What follows belongs to an exercise in optimizing a design on an open flow for small area; a production flow would make more cautious choices.
At most, simulation tests tie the RTL to the original design; equivalence was not proved.

==> inputs of run C <==
==> flow/design.v <==
package mem_rs_pkg;
    typedef logic [31:0] word_t;
    typedef logic [5:0]  preg_t;
    typedef logic [3:0]  rob_idx_t;
    typedef logic [3:0]  byte_mask_t;
    typedef logic [2:0]  funct3_t;
    typedef logic [6:0]  opcode_t;
    localparam opcode_t OP_LOAD  = 7'b0000011;
    localparam opcode_t OP_STORE = 7'b0100011;
endpackage
`timescale 1ns/1ps
module mem_rs #(
    parameter int LD_DEPTH = 8,
    parameter int ST_DEPTH = 8
) (
    input  logic                    clk,
    input  logic                    rst,
    input  logic                    flush,
    input  logic                    disp_valid,
    input  mem_rs_pkg::opcode_t     disp_opcode,
    input  mem_rs_pkg::funct3_t     disp_funct3,
    input  mem_rs_pkg::rob_idx_t    disp_rob_idx,
    input  mem_rs_pkg::preg_t       disp_pd,
    input  mem_rs_pkg::preg_t       disp_ps1,
    input  logic                    disp_ps1_ready,
    input  mem_rs_pkg::word_t       disp_ps1_v,
    input  mem_rs_pkg::preg_t       disp_ps2,
    input  logic                    disp_ps2_ready,
    input  mem_rs_pkg::word_t       disp_ps2_v,
    input  mem_rs_pkg::word_t       disp_imm,
    input  mem_rs_pkg::rob_idx_t    rob_head_idx,
    input  logic                    cdb_valid,
    input  mem_rs_pkg::preg_t       cdb_tag,
    input  mem_rs_pkg::word_t       cdb_value,
    input  logic                    funit_ready,
    output logic                    ld_full,
    output logic                    st_full,
    output logic                    issue_valid,
    output logic                    issue_is_store,
    output mem_rs_pkg::rob_idx_t    issue_rob_idx,
    output mem_rs_pkg::preg_t       issue_pd,
    output mem_rs_pkg::word_t       issue_addr,
    output mem_rs_pkg::byte_mask_t  issue_rmask,
    output mem_rs_pkg::word_t       issue_wdata
);
    localparam int LD = LD_DEPTH;
    localparam int ST = ST_DEPTH;
    localparam int IW = $clog2(ST_DEPTH);
    function automatic logic [31:0] radd(input logic [31:0] a, input logic [31:0] b);
        logic c;
        c = 1'b0;
        for (int k = 0; k < 32; k++) begin
            radd[k] = a[k] ^ b[k] ^ c;
            c       = (a[k] & b[k]) | (c & (a[k] ^ b[k]));
        end
    endfunction
    logic [LD-1:0]          l_busy;
    logic [LD-1:0][1:0]     l_cls;      
    logic [LD-1:0][3:0]     l_rob;
    logic [LD-1:0][5:0]     l_pd;
    logic [LD-1:0][5:0]     l_tag;
    logic [LD-1:0]          l_rdy;
    logic [LD-1:0][31:0]    l_val;
    logic [LD-1:0][ST-1:0]  l_dep;
    logic [LD-1:0][LD-1:0]  l_old;      
    logic [ST-1:0]          s_vld;
    logic [ST-1:0][3:0]     s_rob;
    logic [ST-1:0][5:0]     s_pd;
    logic [ST-1:0][5:0]     s_tag1;
    logic [ST-1:0]          s_rdy1;
    logic [ST-1:0][31:0]    s_val1;
    logic [ST-1:0][5:0]     s_tag2;
    logic [ST-1:0]          s_rdy2;
    logic [ST-1:0][31:0]    s_val2;
    logic [ST-1:0]          s_head;     
    logic [ST-1:0]          s_tail;     
    logic        clr;
    logic        d_wake1, d_wake2, d_rdy1;
    logic [31:0] d_base, d_val;
    logic [1:0]  d_cls;
    logic        ld_alloc, st_push;
    logic [LD-1:0] alloc;
    assign clr     = rst | flush;
    assign d_wake1 = cdb_valid && disp_ps1 == cdb_tag;
    assign d_wake2 = cdb_valid && disp_ps2 == cdb_tag;
    assign d_rdy1  = disp_ps1_ready | d_wake1;
    assign d_base  = disp_ps1_ready ? disp_ps1_v : (cdb_value & {32{d_wake1}});
    assign d_val   = radd(disp_imm, d_base);
    always_comb begin
        case (disp_funct3)
            3'b000, 3'b100: d_cls = 2'd1;
            3'b001, 3'b101: d_cls = 2'd2;
            3'b010:         d_cls = 2'd3;
            default:        d_cls = 2'd0;
        endcase
    end
    assign ld_full  = &l_busy;
    assign st_full  = &s_vld;
    assign ld_alloc = disp_valid && disp_opcode == mem_rs_pkg::OP_LOAD && !ld_full;
    assign st_push  = disp_valid && disp_opcode == mem_rs_pkg::OP_STORE && !st_full;
    always_comb begin
        logic found;
        found = 1'b0;
        alloc = '0;
        for (int i = 0; i < LD; i++) begin
            if (!l_busy[i] && !found) begin
                alloc[i] = ld_alloc;
                found    = 1'b1;
            end
        end
    end
    logic [LD-1:0] l_wake;
    logic [ST-1:0] s_wake1, s_wake2;
    always_comb begin
        for (int i = 0; i < LD; i++)
            l_wake[i] = cdb_valid && !l_rdy[i] && l_tag[i] == cdb_tag;
        for (int j = 0; j < ST; j++) begin
            s_wake1[j] = cdb_valid && !s_rdy1[j] && s_tag1[j] == cdb_tag;
            s_wake2[j] = cdb_valid && !s_rdy2[j] && s_tag2[j] == cdb_tag;
        end
    end
    logic [LD-1:0] elig, oldest, grant;
    logic          st_win, ld_win;
    logic [ST-1:0] pop;
    always_comb begin
        for (int i = 0; i < LD; i++) begin
            logic blk;
            blk = 1'b0;
            for (int j = 0; j < ST; j++) begin
                if (l_dep[i][j] && (!s_rdy1[j] || s_val1[j][31:2] == l_val[i][31:2]))
                    blk = 1'b1;
            end
            elig[i] = l_busy[i] && l_rdy[i] && !blk;
        end
        for (int i = 0; i < LD; i++) begin
            logic older_elig;
            older_elig = 1'b0;
            for (int j = 0; j < LD; j++) begin
                if (j < i && elig[j] && l_old[j][i])  older_elig = 1'b1;
                if (j > i && elig[j] && !l_old[i][j]) older_elig = 1'b1;
            end
            oldest[i] = elig[i] && !older_elig;
        end
    end
    logic [3:0]  h_rob;
    logic [5:0]  h_pd;
    logic [31:0] h_val1, h_val2;
    logic        h_ok;
    always_comb begin
        h_rob  = '0;
        h_pd   = '0;
        h_val1 = '0;
        h_val2 = '0;
        h_ok   = 1'b0;
        for (int j = 0; j < ST; j++) begin
            if (s_head[j]) begin
                h_rob  = h_rob  | s_rob[j];
                h_pd   = h_pd   | s_pd[j];
                h_val1 = h_val1 | s_val1[j];
                h_val2 = h_val2 | s_val2[j];
                h_ok   = h_ok   | (s_vld[j] & s_rdy1[j] & s_rdy2[j]);
            end
        end
    end
    assign st_win = funit_ready && h_ok && h_rob == rob_head_idx;
    assign ld_win = funit_ready && !st_win && |elig;
    assign grant  = ld_win ? oldest : '0;
    assign pop    = st_win ? s_head : '0;
    logic [3:0]  sel_rob;
    logic [5:0]  sel_pd;
    logic [31:0] sel_addr;
    logic [1:0]  sel_cls;
    always_comb begin
        sel_rob  = '0;
        sel_pd   = '0;
        sel_addr = '0;
        sel_cls  = '0;
        for (int i = 0; i < LD; i++) begin
            if (oldest[i]) begin
                sel_rob  = sel_rob  | l_rob[i];
                sel_pd   = sel_pd   | l_pd[i];
                sel_addr = sel_addr | l_val[i];
                sel_cls  = sel_cls  | l_cls[i];
            end
        end
    end
    assign issue_valid    = st_win || ld_win;
    assign issue_is_store = st_win;
    assign issue_rob_idx  = st_win ? h_rob  : sel_rob;
    assign issue_pd       = st_win ? h_pd   : sel_pd;
    assign issue_addr     = st_win ? h_val1 : sel_addr;
    assign issue_wdata    = h_val2;
    always_comb begin
        case (sel_cls)
            2'd1:    issue_rmask = 4'b0001 << sel_addr[1:0];
            2'd2:    issue_rmask = 4'b0011 << sel_addr[1:0];
            2'd3:    issue_rmask = 4'b1111;
            default: issue_rmask = 4'b0000;
        endcase
        if (st_win) issue_rmask = 4'b0000;
    end
    always_ff @(posedge clk) begin
        for (int i = 0; i < LD; i++) begin
            if (clr)           l_busy[i] <= 1'b0;
            else if (alloc[i]) l_busy[i] <= 1'b1;
            else if (grant[i]) l_busy[i] <= 1'b0;
            if (alloc[i]) begin
                l_cls[i] <= d_cls;
                l_rob[i] <= disp_rob_idx;
                l_pd[i]  <= disp_pd;
                l_tag[i] <= disp_ps1;
                l_rdy[i] <= d_rdy1;
                l_val[i] <= d_val;
                l_dep[i] <= s_vld & ~pop;
            end else begin
                if (l_wake[i]) l_rdy[i] <= 1'b1;
                l_val[i] <= radd(l_val[i], cdb_value & {32{l_wake[i]}});
                l_dep[i] <= l_dep[i] & ~pop;
            end
            for (int j = i + 1; j < LD; j++) begin
                if (alloc[i])      l_old[i][j] <= 1'b0;
                else if (alloc[j]) l_old[i][j] <= 1'b1;
            end
        end
    end
    always_ff @(posedge clk) begin
        if (clr) begin
            s_vld  <= '0;
            s_head <= ST'(1);
            s_tail <= ST'(1);
        end else begin
            s_vld <= (s_vld & ~pop) | (st_push ? s_tail : '0);
            if (st_win)  s_head <= {s_head[ST-2:0], s_head[ST-1]};
            if (st_push) s_tail <= {s_tail[ST-2:0], s_tail[ST-1]};
        end
        for (int j = 0; j < ST; j++) begin
            if (st_push && s_tail[j]) begin
                s_rob[j]  <= disp_rob_idx;
                s_pd[j]   <= disp_pd;
                s_tag1[j] <= disp_ps1;
                s_rdy1[j] <= d_rdy1;
                s_val1[j] <= d_val;
                s_tag2[j] <= disp_ps2;
                s_rdy2[j] <= disp_ps2_ready | d_wake2;
                s_val2[j] <= disp_ps2_ready ? disp_ps2_v : cdb_value;
            end else begin
                if (s_wake1[j]) s_rdy1[j] <= 1'b1;
                s_val1[j] <= radd(s_val1[j], cdb_value & {32{s_wake1[j]}});
                if (s_wake2[j]) begin
                    s_rdy2[j] <= 1'b1;
                    s_val2[j] <= cdb_value;
                end
            end
        end
    end
endmodule
==> flow/run.sh <==
#!/bin/bash
# synth_recipe.tcl (not shown) runs the flow's synth.tcl, then flattens the netlist and writes it again
# the make line also repeats each setting of config.mk as NAME=value (left out here)
make -C /OpenROAD-flow-scripts/flow DESIGN_CONFIG=/design/flow/config.mk WORK_HOME=/design/flow/orfs CLKGATE_MAP_FILE= SYNTH_SCRIPT=/design/flow/synth_recipe.tcl finish
==> flow/config.mk <==
export PLATFORM = sky130hd
export DESIGN_NAME = mem_rs
export DESIGN_NICKNAME = mem_rs
export VERILOG_FILES = /design/flow/design.v
export SDC_FILE = /design/flow/constraint.sdc
export NUM_CORES = 4
export LEC_CHECK = 0
export CAP_MARGIN = 20
export CORE_MARGIN = 2
export CORE_UTILIZATION = 70
export CTS_CLUSTER_DIAMETER = 80
export CTS_CLUSTER_SIZE = 40
export SLEW_MARGIN = 20
==> flow/constraint.sdc <==
create_clock -name core_clock -period 30.0 [get_ports {clk}]
set_input_delay 6.0000 -clock core_clock [delete_from_list [all_inputs] [get_ports {clk}]]
set_output_delay 6.0000 -clock core_clock [all_outputs]
set_load 0.01 [all_outputs]
==> run K: changes against run C <==
--- a/flow/design.v
+++ b/flow/design.v
@@ -51,7 +51,7 @@
         c = 1'b0;
         for (int k = 0; k < 32; k++) begin
             radd[k] = a[k] ^ b[k] ^ c;
-            c       = (a[k] & b[k]) | (c & (a[k] ^ b[k]));
+            c       = (a[k] & b[k]) | (a[k] & c) | (b[k] & c);
         end
     endfunction
     logic [LD-1:0]          l_busy;
@@ -69,7 +69,6 @@
     logic [ST-1:0][5:0]     s_tag1;
     logic [ST-1:0]          s_rdy1;
     logic [ST-1:0][31:0]    s_val1;
-    logic [ST-1:0][5:0]     s_tag2;
     logic [ST-1:0]          s_rdy2;
     logic [ST-1:0][31:0]    s_val2;
     logic [ST-1:0]          s_head;     
@@ -111,12 +110,14 @@
     end
     logic [LD-1:0] l_wake;
     logic [ST-1:0] s_wake1, s_wake2;
+    logic [ST-1:0] s_push;
+    assign s_push = st_push ? s_tail : '0;
     always_comb begin
         for (int i = 0; i < LD; i++)
             l_wake[i] = cdb_valid && !l_rdy[i] && l_tag[i] == cdb_tag;
         for (int j = 0; j < ST; j++) begin
             s_wake1[j] = cdb_valid && !s_rdy1[j] && s_tag1[j] == cdb_tag;
-            s_wake2[j] = cdb_valid && !s_rdy2[j] && s_tag2[j] == cdb_tag;
+            s_wake2[j] = cdb_valid && !s_rdy2[j] && s_val2[j][5:0] == cdb_tag;
         end
     end
     logic [LD-1:0] elig, oldest, grant;
@@ -210,13 +211,13 @@
                 l_pd[i]  <= disp_pd;
                 l_tag[i] <= disp_ps1;
                 l_rdy[i] <= d_rdy1;
-                l_val[i] <= d_val;
                 l_dep[i] <= s_vld & ~pop;
             end else begin
                 if (l_wake[i]) l_rdy[i] <= 1'b1;
-                l_val[i] <= radd(l_val[i], cdb_value & {32{l_wake[i]}});
                 l_dep[i] <= l_dep[i] & ~pop;
             end
+            l_val[i] <= radd(l_val[i] & {32{!alloc[i]}},
+                             (d_val & {32{alloc[i]}}) | (cdb_value & {32{l_wake[i] && !alloc[i]}}));
             for (int j = i + 1; j < LD; j++) begin
                 if (alloc[i])      l_old[i][j] <= 1'b0;
                 else if (alloc[j]) l_old[i][j] <= 1'b1;
@@ -234,18 +235,17 @@
             if (st_push) s_tail <= {s_tail[ST-2:0], s_tail[ST-1]};
         end
         for (int j = 0; j < ST; j++) begin
-            if (st_push && s_tail[j]) begin
+            s_val1[j] <= radd(s_val1[j] & {32{!s_push[j]}},
+                              (d_val & {32{s_push[j]}}) | (cdb_value & {32{s_wake1[j] && !s_push[j]}}));
+            if (s_push[j]) begin
                 s_rob[j]  <= disp_rob_idx;
                 s_pd[j]   <= disp_pd;
                 s_tag1[j] <= disp_ps1;
                 s_rdy1[j] <= d_rdy1;
-                s_val1[j] <= d_val;
-                s_tag2[j] <= disp_ps2;
                 s_rdy2[j] <= disp_ps2_ready | d_wake2;
-                s_val2[j] <= disp_ps2_ready ? disp_ps2_v : cdb_value;
+                s_val2[j] <= disp_ps2_ready ? disp_ps2_v : d_wake2 ? cdb_value : {26'd0, disp_ps2};
             end else begin
                 if (s_wake1[j]) s_rdy1[j] <= 1'b1;
-                s_val1[j] <= radd(s_val1[j], cdb_value & {32{s_wake1[j]}});
                 if (s_wake2[j]) begin
                     s_rdy2[j] <= 1'b1;
                     s_val2[j] <= cdb_value;
- CAP_MARGIN: 20 -> 40
- CORE_UTILIZATION: 70 -> 40
- CTS_CLUSTER_DIAMETER: 80 -> default
- CTS_CLUSTER_SIZE: 40 -> default
- SLEW_MARGIN: 20 -> 40
==> run M: changes against run C <==
--- a/flow/design.v
+++ b/flow/design.v
@@ -51,7 +51,7 @@
         c = 1'b0;
         for (int k = 0; k < 32; k++) begin
             radd[k] = a[k] ^ b[k] ^ c;
-            c       = (a[k] & b[k]) | (c & (a[k] ^ b[k]));
+            c       = (a[k] & b[k]) | (a[k] & c) | (b[k] & c);
         end
     endfunction
     logic [LD-1:0]          l_busy;
@@ -69,7 +69,6 @@
     logic [ST-1:0][5:0]     s_tag1;
     logic [ST-1:0]          s_rdy1;
     logic [ST-1:0][31:0]    s_val1;
-    logic [ST-1:0][5:0]     s_tag2;
     logic [ST-1:0]          s_rdy2;
     logic [ST-1:0][31:0]    s_val2;
     logic [ST-1:0]          s_head;     
@@ -111,12 +110,14 @@
     end
     logic [LD-1:0] l_wake;
     logic [ST-1:0] s_wake1, s_wake2;
+    logic [ST-1:0] s_push;
+    assign s_push = st_push ? s_tail : '0;
     always_comb begin
         for (int i = 0; i < LD; i++)
             l_wake[i] = cdb_valid && !l_rdy[i] && l_tag[i] == cdb_tag;
         for (int j = 0; j < ST; j++) begin
             s_wake1[j] = cdb_valid && !s_rdy1[j] && s_tag1[j] == cdb_tag;
-            s_wake2[j] = cdb_valid && !s_rdy2[j] && s_tag2[j] == cdb_tag;
+            s_wake2[j] = cdb_valid && !s_rdy2[j] && s_val2[j][5:0] == cdb_tag;
         end
     end
     logic [LD-1:0] elig, oldest, grant;
@@ -210,13 +211,13 @@
                 l_pd[i]  <= disp_pd;
                 l_tag[i] <= disp_ps1;
                 l_rdy[i] <= d_rdy1;
-                l_val[i] <= d_val;
                 l_dep[i] <= s_vld & ~pop;
             end else begin
                 if (l_wake[i]) l_rdy[i] <= 1'b1;
-                l_val[i] <= radd(l_val[i], cdb_value & {32{l_wake[i]}});
                 l_dep[i] <= l_dep[i] & ~pop;
             end
+            l_val[i] <= radd(l_val[i] & {32{!alloc[i]}},
+                             (d_val & {32{alloc[i]}}) | (cdb_value & {32{l_wake[i] && !alloc[i]}}));
             for (int j = i + 1; j < LD; j++) begin
                 if (alloc[i])      l_old[i][j] <= 1'b0;
                 else if (alloc[j]) l_old[i][j] <= 1'b1;
@@ -234,18 +235,17 @@
             if (st_push) s_tail <= {s_tail[ST-2:0], s_tail[ST-1]};
         end
         for (int j = 0; j < ST; j++) begin
-            if (st_push && s_tail[j]) begin
+            s_val1[j] <= radd(s_val1[j] & {32{!s_push[j]}},
+                              (d_val & {32{s_push[j]}}) | (cdb_value & {32{s_wake1[j] && !s_push[j]}}));
+            if (s_push[j]) begin
                 s_rob[j]  <= disp_rob_idx;
                 s_pd[j]   <= disp_pd;
                 s_tag1[j] <= disp_ps1;
                 s_rdy1[j] <= d_rdy1;
-                s_val1[j] <= d_val;
-                s_tag2[j] <= disp_ps2;
                 s_rdy2[j] <= disp_ps2_ready | d_wake2;
-                s_val2[j] <= disp_ps2_ready ? disp_ps2_v : cdb_value;
+                s_val2[j] <= disp_ps2_ready ? disp_ps2_v : d_wake2 ? cdb_value : {26'd0, disp_ps2};
             end else begin
                 if (s_wake1[j]) s_rdy1[j] <= 1'b1;
-                s_val1[j] <= radd(s_val1[j], cdb_value & {32{s_wake1[j]}});
                 if (s_wake2[j]) begin
                     s_rdy2[j] <= 1'b1;
                     s_val2[j] <= cdb_value;
==> flow/flow/run.sh (new file) <==
#!/bin/bash
# Standard layout with these changes: synthesis buffers are removed before
# global placement (which is not timing driven), ports get the smallest buffer
# cell, and clock tree synthesis adds no dummy loads.
export PRE_GLOBAL_PLACE_TCL="$(pwd)/flow/remove_buffers.tcl"
export BUFFER_PORTS_ARGS="-buffer_cell sky130_fd_sc_hd__buf_1"
export CTS_ARGS="-sink_clustering_enable -repair_clock_nets -dont_use_dummy_load -sink_clustering_size 30 -sink_clustering_max_diameter 60"
cp standard.sh standard_sh.log
bash standard.sh > standard.log 2>&1
==> flow/flow/remove_buffers.tcl (new file) <==
# drop the buffers synthesis inserted; repair_design adds back only those the
# slew and capacitance limits need
remove_buffers
==> flow/standard.sh (new file) <==
#!/bin/bash
# synth_recipe.tcl (not shown) runs the flow's synth.tcl, then flattens the netlist and writes it again
# the make line also repeats each setting of config.mk as NAME=value (left out here)
make -C /OpenROAD-flow-scripts/flow DESIGN_CONFIG=/design/flow/config.mk WORK_HOME=/design/flow/orfs CLKGATE_MAP_FILE= SYNTH_SCRIPT=/design/flow/synth_recipe.tcl "${@:-finish}"
- CAP_MARGIN: 20 -> 40
- CORE_UTILIZATION: 70 -> 40
- CTS_CLUSTER_DIAMETER: 80 -> 60
- CTS_CLUSTER_SIZE: 40 -> 30
- GPL_TIMING_DRIVEN: default -> 0
- SLEW_MARGIN: 20 -> 40
removed: flow/run.sh
==> run E: changes against run C <==
--- a/flow/design.v
+++ b/flow/design.v
@@ -51,7 +51,7 @@
         c = 1'b0;
         for (int k = 0; k < 32; k++) begin
             radd[k] = a[k] ^ b[k] ^ c;
-            c       = (a[k] & b[k]) | (c & (a[k] ^ b[k]));
+            c       = (a[k] & b[k]) | (a[k] & c) | (b[k] & c);
         end
     endfunction
     logic [LD-1:0]          l_busy;
@@ -69,7 +69,6 @@
     logic [ST-1:0][5:0]     s_tag1;
     logic [ST-1:0]          s_rdy1;
     logic [ST-1:0][31:0]    s_val1;
-    logic [ST-1:0][5:0]     s_tag2;
     logic [ST-1:0]          s_rdy2;
     logic [ST-1:0][31:0]    s_val2;
     logic [ST-1:0]          s_head;     
@@ -111,12 +110,14 @@
     end
     logic [LD-1:0] l_wake;
     logic [ST-1:0] s_wake1, s_wake2;
+    logic [ST-1:0] s_push;
+    assign s_push = st_push ? s_tail : '0;
     always_comb begin
         for (int i = 0; i < LD; i++)
             l_wake[i] = cdb_valid && !l_rdy[i] && l_tag[i] == cdb_tag;
         for (int j = 0; j < ST; j++) begin
             s_wake1[j] = cdb_valid && !s_rdy1[j] && s_tag1[j] == cdb_tag;
-            s_wake2[j] = cdb_valid && !s_rdy2[j] && s_tag2[j] == cdb_tag;
+            s_wake2[j] = cdb_valid && !s_rdy2[j] && s_val2[j][5:0] == cdb_tag;
         end
     end
     logic [LD-1:0] elig, oldest, grant;
@@ -210,13 +211,13 @@
                 l_pd[i]  <= disp_pd;
                 l_tag[i] <= disp_ps1;
                 l_rdy[i] <= d_rdy1;
-                l_val[i] <= d_val;
                 l_dep[i] <= s_vld & ~pop;
             end else begin
                 if (l_wake[i]) l_rdy[i] <= 1'b1;
-                l_val[i] <= radd(l_val[i], cdb_value & {32{l_wake[i]}});
                 l_dep[i] <= l_dep[i] & ~pop;
             end
+            l_val[i] <= radd(l_val[i] & {32{!alloc[i]}},
+                             (d_val & {32{alloc[i]}}) | (cdb_value & {32{l_wake[i] && !alloc[i]}}));
             for (int j = i + 1; j < LD; j++) begin
                 if (alloc[i])      l_old[i][j] <= 1'b0;
                 else if (alloc[j]) l_old[i][j] <= 1'b1;
@@ -234,18 +235,17 @@
             if (st_push) s_tail <= {s_tail[ST-2:0], s_tail[ST-1]};
         end
         for (int j = 0; j < ST; j++) begin
-            if (st_push && s_tail[j]) begin
+            s_val1[j] <= radd(s_val1[j] & {32{!s_push[j]}},
+                              (d_val & {32{s_push[j]}}) | (cdb_value & {32{s_wake1[j] && !s_push[j]}}));
+            if (s_push[j]) begin
                 s_rob[j]  <= disp_rob_idx;
                 s_pd[j]   <= disp_pd;
                 s_tag1[j] <= disp_ps1;
                 s_rdy1[j] <= d_rdy1;
-                s_val1[j] <= d_val;
-                s_tag2[j] <= disp_ps2;
                 s_rdy2[j] <= disp_ps2_ready | d_wake2;
-                s_val2[j] <= disp_ps2_ready ? disp_ps2_v : cdb_value;
+                s_val2[j] <= disp_ps2_ready ? disp_ps2_v : d_wake2 ? cdb_value : {26'd0, disp_ps2};
             end else begin
                 if (s_wake1[j]) s_rdy1[j] <= 1'b1;
-                s_val1[j] <= radd(s_val1[j], cdb_value & {32{s_wake1[j]}});
                 if (s_wake2[j]) begin
                     s_rdy2[j] <= 1'b1;
                     s_val2[j] <= cdb_value;
==> flow/flow/run.sh (new file) <==
#!/bin/bash
# Standard layout with these changes: synthesis buffers are removed before
# global placement (which is not timing driven), ports get the smallest buffer
# cell, and clock tree synthesis adds no dummy loads.
export PRE_GLOBAL_PLACE_TCL="$(pwd)/flow/remove_buffers.tcl"
export BUFFER_PORTS_ARGS="-buffer_cell sky130_fd_sc_hd__buf_1"
export CTS_ARGS="-sink_clustering_enable -repair_clock_nets -dont_use_dummy_load -sink_clustering_size 30 -sink_clustering_max_diameter 60"
cp standard.sh standard_sh.log
bash standard.sh > standard.log 2>&1
==> flow/flow/remove_buffers.tcl (new file) <==
# drop the buffers synthesis inserted; repair_design adds back only those the
# slew and capacitance limits need
remove_buffers
==> flow/standard.sh (new file) <==
#!/bin/bash
# synth_recipe.tcl (not shown) runs the flow's synth.tcl, then flattens the netlist and writes it again
# the make line also repeats each setting of config.mk as NAME=value (left out here)
make -C /OpenROAD-flow-scripts/flow DESIGN_CONFIG=/design/flow/config.mk WORK_HOME=/design/flow/orfs CLKGATE_MAP_FILE= SYNTH_SCRIPT=/design/flow/synth_recipe.tcl "${@:-finish}"
- CAP_MARGIN: 20 -> 25
- CORE_UTILIZATION: 70 -> 45
- CTS_CLUSTER_DIAMETER: 80 -> 60
- CTS_CLUSTER_SIZE: 40 -> 30
- GPL_TIMING_DRIVEN: default -> 0
- PLACE_DENSITY: default -> 0.8
- SLEW_MARGIN: 20 -> 25
removed: flow/run.sh
==> qor.txt <==
Total grt overflow - 1650
Register area share after synthesis - 0.348
Post-synth top cells - xnor2_1, nand2_1, dfxtp_1
M1 GR Usage - 0.922
Stop Error - [ERROR GRT-0116] Global routing finished with congestion. Check the congestion regions in the DRC Viewer.
Synth unique cells - 69
Met3 Use GR - 0.845
Last stage - global routing
Outcome - stopped before the end
Placed cell areas - 93100 um^2
Post-DP HPWL - 342000 um
Syn nets - 9817
Placed cells - 10600
The numbers above come from run C.

==> qor.txt <==
M1 GR Usage - 0.628
Synth unique cells - 65
Met3 Use GR - 0.401
Post-DP HPWL - 406000 um
Post-cts hold buffer count - 0
Placed cell areas - 93900 um^2
Post-synth top cells - xnor2_1, o21ai_0, nand2_1
Outcome - complete, no violations
Largest class - multi-input combinational cells
Syn nets - 9914
Register area share after synthesis - 0.337
The numbers above come from run E.

==> qor.txt <==
Outcome - complete, no violations
Post-synth top cells - xnor2_1, o21ai_0, nand2_1
M1 GR Usage - 0.589
Synth Flop Type - dfxtp_1
Post-DP HPWL - 393000 um
Worst Path Required - 30730 ps
Placed cell areas - 93000 um^2
End of the worst hold path - l_old[14]
Synth unique cells - 65
Total grt overflow - 0
The numbers above come from run K.

==> qor.txt <==
Outcome - complete, no violations
Post-DP HPWL - 432000 um
Total grt overflow - 0
Met3 Use GR - 0.258
Post-synth top cells - xnor2_1, o21ai_0, nand2_1
Synth unique cells - 65
Placed cell areas - 95000 um^2
Syn nets - 9914
Placed cells - 11700
M1 GR Usage - 0.632
The numbers above come from run M.

Only the layout flow was run in run C; the RTL was not checked for function there.

afterwards: timing with drivers on the ports:
The flow's constraints put no driver on any port. The routed layouts listed below were extracted and timed again, unchanged, in two steps.
Step 1 assumes that a clkbuf_16 drives the clock port and a buf_2 every other input.
Step 2, shift: input delay + t, output delay - t, t = (earliest + latest rising clock arrival at the registers) / 2. This alone moves slack from input paths to output paths.
Three values: ideal, step 1, step 2; two values: the first two.
run | t (ns) | setup WS [ns] | worst setup path after step 2
run K | 0.951 | 6.495 / 6.576 / 5.626 | input to register
run M | 0.891 | 6.362 / 6.442 / 5.551 | input to register
run E | 0.895 | 6.239 / 6.309 / 5.414 | input to register
After both steps every run listed still meets setup and hold. The setup slack of run K, which loses most, moves by +0.081 ns with the drivers and by -0.869 ns with both steps.
